From an optimization exercise on the open Yosys and OpenROAD flow, aimed at small area; shortcuts taken in it are not production practice. In this exercise RTL edits were held to simulation tests only and were not proved equivalent to the original.

==> v32 <==
==> flow/design.v <==
`default_nettype none
package scan_pkg;
	typedef struct packed {
		logic [8-1:0] hpf_biasn;
		logic [8-1:0] hpf_biasp;
		logic [8-1:0] ctle_cm_vref;
		logic [8-1:0] abuf_cm_vref;
	} fe_bias_t;
	typedef struct packed {
		logic [2-1:0] sel;
		logic [0:8-1][6-1:0] ctrl;
		logic [8-1:0] ctrln;
		logic [8-1:0] ctrlp;
	} cp16g_t;
	typedef struct packed {
		logic [0:16-1][8-1:0] lane;
	} casc_bias_t;
	typedef struct packed {
		logic [0:16-1][6-1:0] ctrl;
	} cp8g_t;
	typedef struct packed {
		logic [0:16-1][2-1:0] lane;
	} lane_bias2_t;
	typedef struct packed {
		logic [0:8-1][8-1:0] biasn;
		logic [0:8-1][8-1:0] biasp;
	} hpf_bias_t;
	typedef struct packed {
		logic en_div_4to1;
		logic ringosc_en;
		logic [9-1:0] amux;
		logic [16-1:0] sel_clk_inv;
	} misc_ctrl_t;
	typedef struct packed {
		logic [12-1:0] addr;
		logic [128-1:0] data;
	} scan_frame_t;
	typedef enum logic [3:0] {
		CHAIN_FE_BIAS = 4'd0,
		CHAIN_CP16G = 4'd1,
		CHAIN_TNH1_CASC = 4'd2,
		CHAIN_TNH2_CASC = 4'd3,
		CHAIN_CP8G = 4'd4,
		CHAIN_VTC = 4'd5,
		CHAIN_SF = 4'd6,
		CHAIN_TNH2_BIAS = 4'd7,
		CHAIN_HPF = 4'd8,
		CHAIN_MISC = 4'd9,
		CHAIN_TNH1_BIAS = 4'd10,
		CHAIN_NONE = 4'd11
	} scan_chain_e;
endpackage
`default_nettype wire
`timescale 1ns/1ps
`default_nettype none
module scan_shift_frame
(
	input  logic        scan_clk,
	input  logic        rst,
	input  logic        scan_en,
	input  logic        scan_in,
	output scan_pkg::scan_frame_t frame,
	output logic        en_q,
	output logic        en_qq,
	output logic        scan_out
);
	logic [140-1:0] shift_q;
	logic [140-1:0] shift_d;
	logic [140-1:0] shift_in;
	logic shift;
	logic hold;
	assign shift = scan_en & ~rst;
	assign hold = ~scan_en & ~rst;
	assign shift_in = {shift_q[140-2:0], scan_in};
	for (genvar i = 0; i < 140; i++) begin : g_bit
		scan_ao22 u_nxt (
			.a1(shift_in[i]),
			.a2(shift),
			.b1(shift_q[i]),
			.b2(hold),
			.y(shift_d[i])
		);
	end
	always_ff @(posedge scan_clk) begin
		shift_q <= shift_d;
	end
	always_ff @(posedge scan_clk) begin
		en_q <= scan_en & ~rst;
		en_qq <= en_q & ~rst;
	end
	assign frame = shift_q;
	assign scan_out = shift_q[140-1];
endmodule
`default_nettype wire
`timescale 1ns/1ps
`default_nettype none
module scan_addr_decode
(
	input  logic [12-1:0] addr,
	output logic [11-1:0] match
);
	assign match[scan_pkg::CHAIN_FE_BIAS]   = (addr == 12'd300);
	assign match[scan_pkg::CHAIN_CP16G]     = (addr == 12'd100);
	assign match[scan_pkg::CHAIN_TNH1_CASC] = (addr == 12'd500);
	assign match[scan_pkg::CHAIN_TNH2_CASC] = (addr == 12'd800);
	assign match[scan_pkg::CHAIN_CP8G]      = (addr == 12'd200);
	assign match[scan_pkg::CHAIN_VTC]       = (addr == 12'd1000);
	assign match[scan_pkg::CHAIN_SF]        = (addr == 12'd700);
	assign match[scan_pkg::CHAIN_TNH2_BIAS] = (addr == 12'd900);
	assign match[scan_pkg::CHAIN_HPF]       = (addr == 12'd400);
	assign match[scan_pkg::CHAIN_MISC]      = (addr == 12'd1100);
	assign match[scan_pkg::CHAIN_TNH1_BIAS] = (addr == 12'd600);
endmodule
`default_nettype wire
`timescale 1ns/1ps
`default_nettype none
module scan_ao22
(
	input  logic a1,
	input  logic a2,
	input  logic b1,
	input  logic b2,
	output logic y
);
	assign y = (a1 & a2) | (b1 & b2);
endmodule
module scan_oa22
(
	input  logic a1,
	input  logic a2,
	input  logic b1,
	input  logic b2,
	output logic y
);
	assign y = (a1 | a2) & (b1 | b2);
endmodule
module scan_cfg_reg
#(
	parameter int W = 32,
	parameter logic [W-1:0] RST = '0
)
(
	input  logic         scan_clk,
	input  logic [W-1:0] s,
	input  logic         ld,
	input  logic         hd,
	input  logic         ld_n,
	input  logic         hd_n,
	output logic [W-1:0] q
);
	logic [W-1:0] nxt;
	for (genvar i = 0; i < W; i++) begin : g_bit
		if (RST[i]) begin : g_one
			scan_oa22 u_nxt (.a1(s[i]), .a2(ld_n), .b1(q[i]), .b2(hd_n), .y(nxt[i]));
		end else begin : g_zero
			scan_ao22 u_nxt (.a1(s[i]), .a2(ld), .b1(q[i]), .b2(hd), .y(nxt[i]));
		end
	end
	always_ff @(posedge scan_clk) begin
		q <= nxt;
	end
endmodule
module scan_cfg_bank
(
	input  logic                    scan_clk,
	input  logic                    rst,
	input  logic                    en_q,
	input  logic                    en_qq,
	input  logic [128-1:0] data,
	input  logic [11-1:0] match,
	output scan_pkg::fe_bias_t                fe_bias,
	output scan_pkg::cp16g_t                  cp16g,
	output scan_pkg::casc_bias_t              tnh1_casc,
	output scan_pkg::casc_bias_t              tnh2_casc,
	output scan_pkg::cp8g_t                   cp8g,
	output scan_pkg::lane_bias2_t             vtc_bias,
	output scan_pkg::lane_bias2_t             sf_bias,
	output scan_pkg::lane_bias2_t             tnh2_bias,
	output scan_pkg::hpf_bias_t               hpf_bias,
	output scan_pkg::misc_ctrl_t              misc_ctrl,
	output scan_pkg::lane_bias2_t             tnh1_bias
);
	localparam logic [31:0] FE_BIAS_RST = {
		8'd175,  
		8'd175,  
		8'd175,  
		8'd163   
	};
	localparam logic [65:0] CP16G_RST = {
		2'd2,
		6'd38, 6'd36, 6'd42, 6'd40, 6'd32, 6'd36, 6'd20, 6'd18,
		8'd0,
		8'd255
	};
	localparam logic [127:0] TNH1_CASC_RST = {16{8'd165}};
	localparam logic [127:0] TNH2_CASC_RST = {16{8'd128}};
	localparam logic [95:0] CP8G_RST = {
		6'd22, 6'd24, 6'd24, 6'd30, 6'd24, 6'd26, 6'd28, 6'd28,
		6'd26, 6'd26, 6'd26, 6'd26, 6'd18, 6'd26, 6'd26, 6'd28
	};
	localparam logic [31:0] LANE_BIAS2_RST = '0;
	localparam logic [127:0] HPF_RST = {2*8{8'd179}};
	localparam logic [26:0] MISC_RST = {1'b0, 1'b0, 9'd1, 16'd0};
	logic [11-1:0] ld;
	logic [11-1:0] hd;
	assign ld = match & {11{en_qq & ~en_q & ~rst}};
	assign hd = ~ld & {11{~rst}};
	scan_cfg_reg #(.W(32), .RST(FE_BIAS_RST)) u_fe_bias (
		.scan_clk(scan_clk), .s(data[31:0]),
		.ld(ld[scan_pkg::CHAIN_FE_BIAS]), .hd(hd[scan_pkg::CHAIN_FE_BIAS]),
		.ld_n(~ld[scan_pkg::CHAIN_FE_BIAS]), .hd_n(~hd[scan_pkg::CHAIN_FE_BIAS]),
		.q(fe_bias)
	);
	scan_cfg_reg #(.W(66), .RST(CP16G_RST)) u_cp16g (
		.scan_clk(scan_clk), .s(data[65:0]),
		.ld(ld[scan_pkg::CHAIN_CP16G]), .hd(hd[scan_pkg::CHAIN_CP16G]),
		.ld_n(~ld[scan_pkg::CHAIN_CP16G]), .hd_n(~hd[scan_pkg::CHAIN_CP16G]),
		.q(cp16g)
	);
	scan_cfg_reg #(.W(128), .RST(TNH1_CASC_RST)) u_tnh1_casc (
		.scan_clk(scan_clk), .s(data[127:0]),
		.ld(ld[scan_pkg::CHAIN_TNH1_CASC]), .hd(hd[scan_pkg::CHAIN_TNH1_CASC]),
		.ld_n(~ld[scan_pkg::CHAIN_TNH1_CASC]), .hd_n(~hd[scan_pkg::CHAIN_TNH1_CASC]),
		.q(tnh1_casc)
	);
	scan_cfg_reg #(.W(128), .RST(TNH2_CASC_RST)) u_tnh2_casc (
		.scan_clk(scan_clk), .s(data[127:0]),
		.ld(ld[scan_pkg::CHAIN_TNH2_CASC]), .hd(hd[scan_pkg::CHAIN_TNH2_CASC]),
		.ld_n(~ld[scan_pkg::CHAIN_TNH2_CASC]), .hd_n(~hd[scan_pkg::CHAIN_TNH2_CASC]),
		.q(tnh2_casc)
	);
	scan_cfg_reg #(.W(96), .RST(CP8G_RST)) u_cp8g (
		.scan_clk(scan_clk), .s(data[95:0]),
		.ld(ld[scan_pkg::CHAIN_CP8G]), .hd(hd[scan_pkg::CHAIN_CP8G]),
		.ld_n(~ld[scan_pkg::CHAIN_CP8G]), .hd_n(~hd[scan_pkg::CHAIN_CP8G]),
		.q(cp8g)
	);
	scan_cfg_reg #(.W(32), .RST(LANE_BIAS2_RST)) u_vtc_bias (
		.scan_clk(scan_clk), .s(data[31:0]),
		.ld(ld[scan_pkg::CHAIN_VTC]), .hd(hd[scan_pkg::CHAIN_VTC]),
		.ld_n(~ld[scan_pkg::CHAIN_VTC]), .hd_n(~hd[scan_pkg::CHAIN_VTC]),
		.q(vtc_bias)
	);
	scan_cfg_reg #(.W(32), .RST(LANE_BIAS2_RST)) u_sf_bias (
		.scan_clk(scan_clk), .s(data[31:0]),
		.ld(ld[scan_pkg::CHAIN_SF]), .hd(hd[scan_pkg::CHAIN_SF]),
		.ld_n(~ld[scan_pkg::CHAIN_SF]), .hd_n(~hd[scan_pkg::CHAIN_SF]),
		.q(sf_bias)
	);
	scan_cfg_reg #(.W(32), .RST(LANE_BIAS2_RST)) u_tnh2_bias (
		.scan_clk(scan_clk), .s(data[31:0]),
		.ld(ld[scan_pkg::CHAIN_TNH2_BIAS]), .hd(hd[scan_pkg::CHAIN_TNH2_BIAS]),
		.ld_n(~ld[scan_pkg::CHAIN_TNH2_BIAS]), .hd_n(~hd[scan_pkg::CHAIN_TNH2_BIAS]),
		.q(tnh2_bias)
	);
	scan_cfg_reg #(.W(128), .RST(HPF_RST)) u_hpf_bias (
		.scan_clk(scan_clk), .s(data[127:0]),
		.ld(ld[scan_pkg::CHAIN_HPF]), .hd(hd[scan_pkg::CHAIN_HPF]),
		.ld_n(~ld[scan_pkg::CHAIN_HPF]), .hd_n(~hd[scan_pkg::CHAIN_HPF]),
		.q(hpf_bias)
	);
	scan_cfg_reg #(.W(27), .RST(MISC_RST)) u_misc_ctrl (
		.scan_clk(scan_clk), .s(data[26:0]),
		.ld(ld[scan_pkg::CHAIN_MISC]), .hd(hd[scan_pkg::CHAIN_MISC]),
		.ld_n(~ld[scan_pkg::CHAIN_MISC]), .hd_n(~hd[scan_pkg::CHAIN_MISC]),
		.q(misc_ctrl)
	);
	scan_cfg_reg #(.W(32), .RST(LANE_BIAS2_RST)) u_tnh1_bias (
		.scan_clk(scan_clk), .s(data[31:0]),
		.ld(ld[scan_pkg::CHAIN_TNH1_BIAS]), .hd(hd[scan_pkg::CHAIN_TNH1_BIAS]),
		.ld_n(~ld[scan_pkg::CHAIN_TNH1_BIAS]), .hd_n(~hd[scan_pkg::CHAIN_TNH1_BIAS]),
		.q(tnh1_bias)
	);
endmodule
`default_nettype wire
`timescale 1ns/1ps
`default_nettype none
module scan_top
(
	input  logic        scan_clk,
	input  logic        rst,
	input  logic        scan_en,
	input  logic        scan_in,
	output logic        scan_out,
	output logic [31:0]  fe_bias,
	output logic [65:0]  cp16g,
	output logic [127:0] tnh1_casc,
	output logic [127:0] tnh2_casc,
	output logic [95:0]  cp8g,
	output logic [31:0]  vtc_bias,
	output logic [31:0]  sf_bias,
	output logic [31:0]  tnh2_bias,
	output logic [127:0] hpf_bias,
	output logic [26:0]  misc_ctrl,
	output logic [31:0]  tnh1_bias
);
	scan_pkg::scan_frame_t frame;
	logic en_q;
	logic en_qq;
	logic [11-1:0] match;
	scan_shift_frame u_shift_frame (
		.scan_clk(scan_clk),
		.rst(rst),
		.scan_en(scan_en),
		.scan_in(scan_in),
		.frame(frame),
		.en_q(en_q),
		.en_qq(en_qq),
		.scan_out(scan_out)
	);
	scan_addr_decode u_addr_decode (
		.addr(frame.addr),
		.match(match)
	);
	scan_cfg_bank u_cfg_bank (
		.scan_clk(scan_clk),
		.rst(rst),
		.en_q(en_q),
		.en_qq(en_qq),
		.data(frame.data),
		.match(match),
		.fe_bias(fe_bias),
		.cp16g(cp16g),
		.tnh1_casc(tnh1_casc),
		.tnh2_casc(tnh2_casc),
		.cp8g(cp8g),
		.vtc_bias(vtc_bias),
		.sf_bias(sf_bias),
		.tnh2_bias(tnh2_bias),
		.hpf_bias(hpf_bias),
		.misc_ctrl(misc_ctrl),
		.tnh1_bias(tnh1_bias)
	);
endmodule
`default_nettype wire
==> flow/flow/run.sh <==
#!/bin/bash
# The standard ORFS layout (the standard.sh, run step by step), with these
# changes:
#  - the input and output ports get the smallest buffer, buf_1, instead of
#    the default pick (clkdlybuf4s50_1)
#  - clock tree synthesis inserts no dummy loads, uses clkbuf_2/4/8 and
#    clusters of at most 20 sinks within 60 um
# Synthesis is the standard one (standard.sh synth). Each step's full output
# goes to a log of its own in this folder; ORFS keeps each tool's own logs
# under orfs/logs/.
set -euo pipefail
export BUFFER_PORTS_ARGS="-buffer_cell sky130_fd_sc_hd__buf_1"
export CTS_ARGS="-sink_clustering_enable -repair_clock_nets -dont_use_dummy_load -buf_list {sky130_fd_sc_hd__clkbuf_2 sky130_fd_sc_hd__clkbuf_4 sky130_fd_sc_hd__clkbuf_8} -sink_clustering_size 20 -sink_clustering_max_diameter 60"
bash standard.sh synth > synth.log 2>&1
bash standard.sh floorplan > floorplan.log 2>&1
bash standard.sh place > place.log 2>&1
bash standard.sh cts > cts.log 2>&1
bash standard.sh route > route.log 2>&1
bash standard.sh finish > finish.log 2>&1
==> flow/standard.sh <==
#!/bin/bash
# synth_recipe.tcl (not shown) runs the flow's synth.tcl, then flattens the netlist and writes it again
# the make line also repeats each setting of config.mk as NAME=value (left out here)
make -C /OpenROAD-flow-scripts/flow DESIGN_CONFIG=/design/flow/config.mk WORK_HOME=/design/flow/orfs CLKGATE_MAP_FILE= SYNTH_SCRIPT=/design/flow/synth_recipe.tcl "${@:-finish}"
==> flow/config.mk <==
export PLATFORM = sky130hd
export DESIGN_NAME = scan_top
export DESIGN_NICKNAME = scan_top
export VERILOG_FILES = /design/flow/design.v
export SDC_FILE = /design/flow/constraint.sdc
export NUM_CORES = 4
export LEC_CHECK = 0
export CAP_MARGIN = 20
export CORE_MARGIN = 2
export CORE_UTILIZATION = 60
export PLACE_DENSITY = 0.7
export SLEW_MARGIN = 20
export SYNTH_HIERARCHICAL = 1
==> flow/constraint.sdc <==
create_clock -name core_clock -period 6.0 [get_ports {scan_clk}]
set_input_delay 1.2000 -clock core_clock [delete_from_list [all_inputs] [get_ports {scan_clk}]]
set_output_delay 1.2000 -clock core_clock [all_outputs]
set_load 0.01 [all_outputs]
==> inputs of v18, as changes to v32 <==
--- a/flow/flow/run.sh
+++ b/flow/flow/run.sh
@@ -1,12 +1,8 @@
 #!/bin/bash
-# The standard ORFS layout (the standard.sh, run step by step), with these
-# changes:
+# The standard ORFS layout (the standard.sh), with two changes:
 #  - the input and output ports get the smallest buffer, buf_1, instead of
 #    the default pick (clkdlybuf4s50_1)
-#  - clock tree synthesis inserts no dummy loads, uses clkbuf_2/4/8 and
-#    clusters of at most 20 sinks within 60 um
-# Synthesis is the standard one (standard.sh synth). Each step's full output
-# goes to a log of its own in this folder; ORFS keeps each tool's own logs
-# under orfs/logs/.
+#  - clock tree synthesis inserts no dummy loads
+# Each step's full output goes to a log of its own in this folder.
 set -euo pipefail
 export BUFFER_PORTS_ARGS="-buffer_cell sky130_fd_sc_hd__buf_1"
--- a/flow/config.mk
+++ b/flow/config.mk
@@ -8,6 +8,6 @@
 export CAP_MARGIN = 20
 export CORE_MARGIN = 2
-export CORE_UTILIZATION = 60
-export PLACE_DENSITY = 0.7
+export CORE_UTILIZATION = 64
+export PLACE_DENSITY = 0.75
 export SLEW_MARGIN = 20
 export SYNTH_HIERARCHICAL = 1
==> comparison <==
Area after synthesis is the same in v32 and v18. v18 never finished: it broke off in I/O pin placement with PPL-0024. v32 completed with no timing, DRC or antenna violations. Synthesized cell count is the same in v32 and v18.
==> figures <==
metric	v18	v32
Result of the run	did not finish	timing/DRC/antenna clean
Stage where the flow stopped	I/O pin placement	-
Die Span X	204.3 um	210.9 um
Count of yosys warnings during synthesis	15	15
Height of the chip	204.3 um	210.9 um
Number of nets produced by synthesis	1831	1831
Starting utilization of the core area	0.6479	0.6096
Cell count after synthesis	1827	1827
Average footprint of a synthesized cell	14.06 um2	14.06 um2
Num rows	73	75
Summed instance area of the synthesized netlist	0.02568 mm2	0.02568 mm2

-- what the ideal ports hide --
The flow's constraints put no driver on any port. The routed layout listed below was extracted and timed again, unchanged, in two steps. Step 1 sets driving cells, clkbuf_16 on the clock port and buf_2 on the other inputs (assumed; they add their load-dependent delay and slew). Step 2 moves the port delays by t, midway between the first and last clock arrival at a register: inputs arrive t later, outputs are due t later. That takes back most of the time a late clock gives input paths. Three values: ideal ports, drivers, drivers and shift; two values: the first two.
run: v32
t (ns): 0.728
slack for setup (ns): 2.203 / 2.207 / 1.479
clock arrival spread, ns: 0.063 / 0.063
worst register clock-pin slew, ns: 0.12 / 0.12
After both steps v32 still meets setup and hold. For v32, drivers alone change the setup slack by +0.004 ns; drivers and shift together by -0.724 ns.
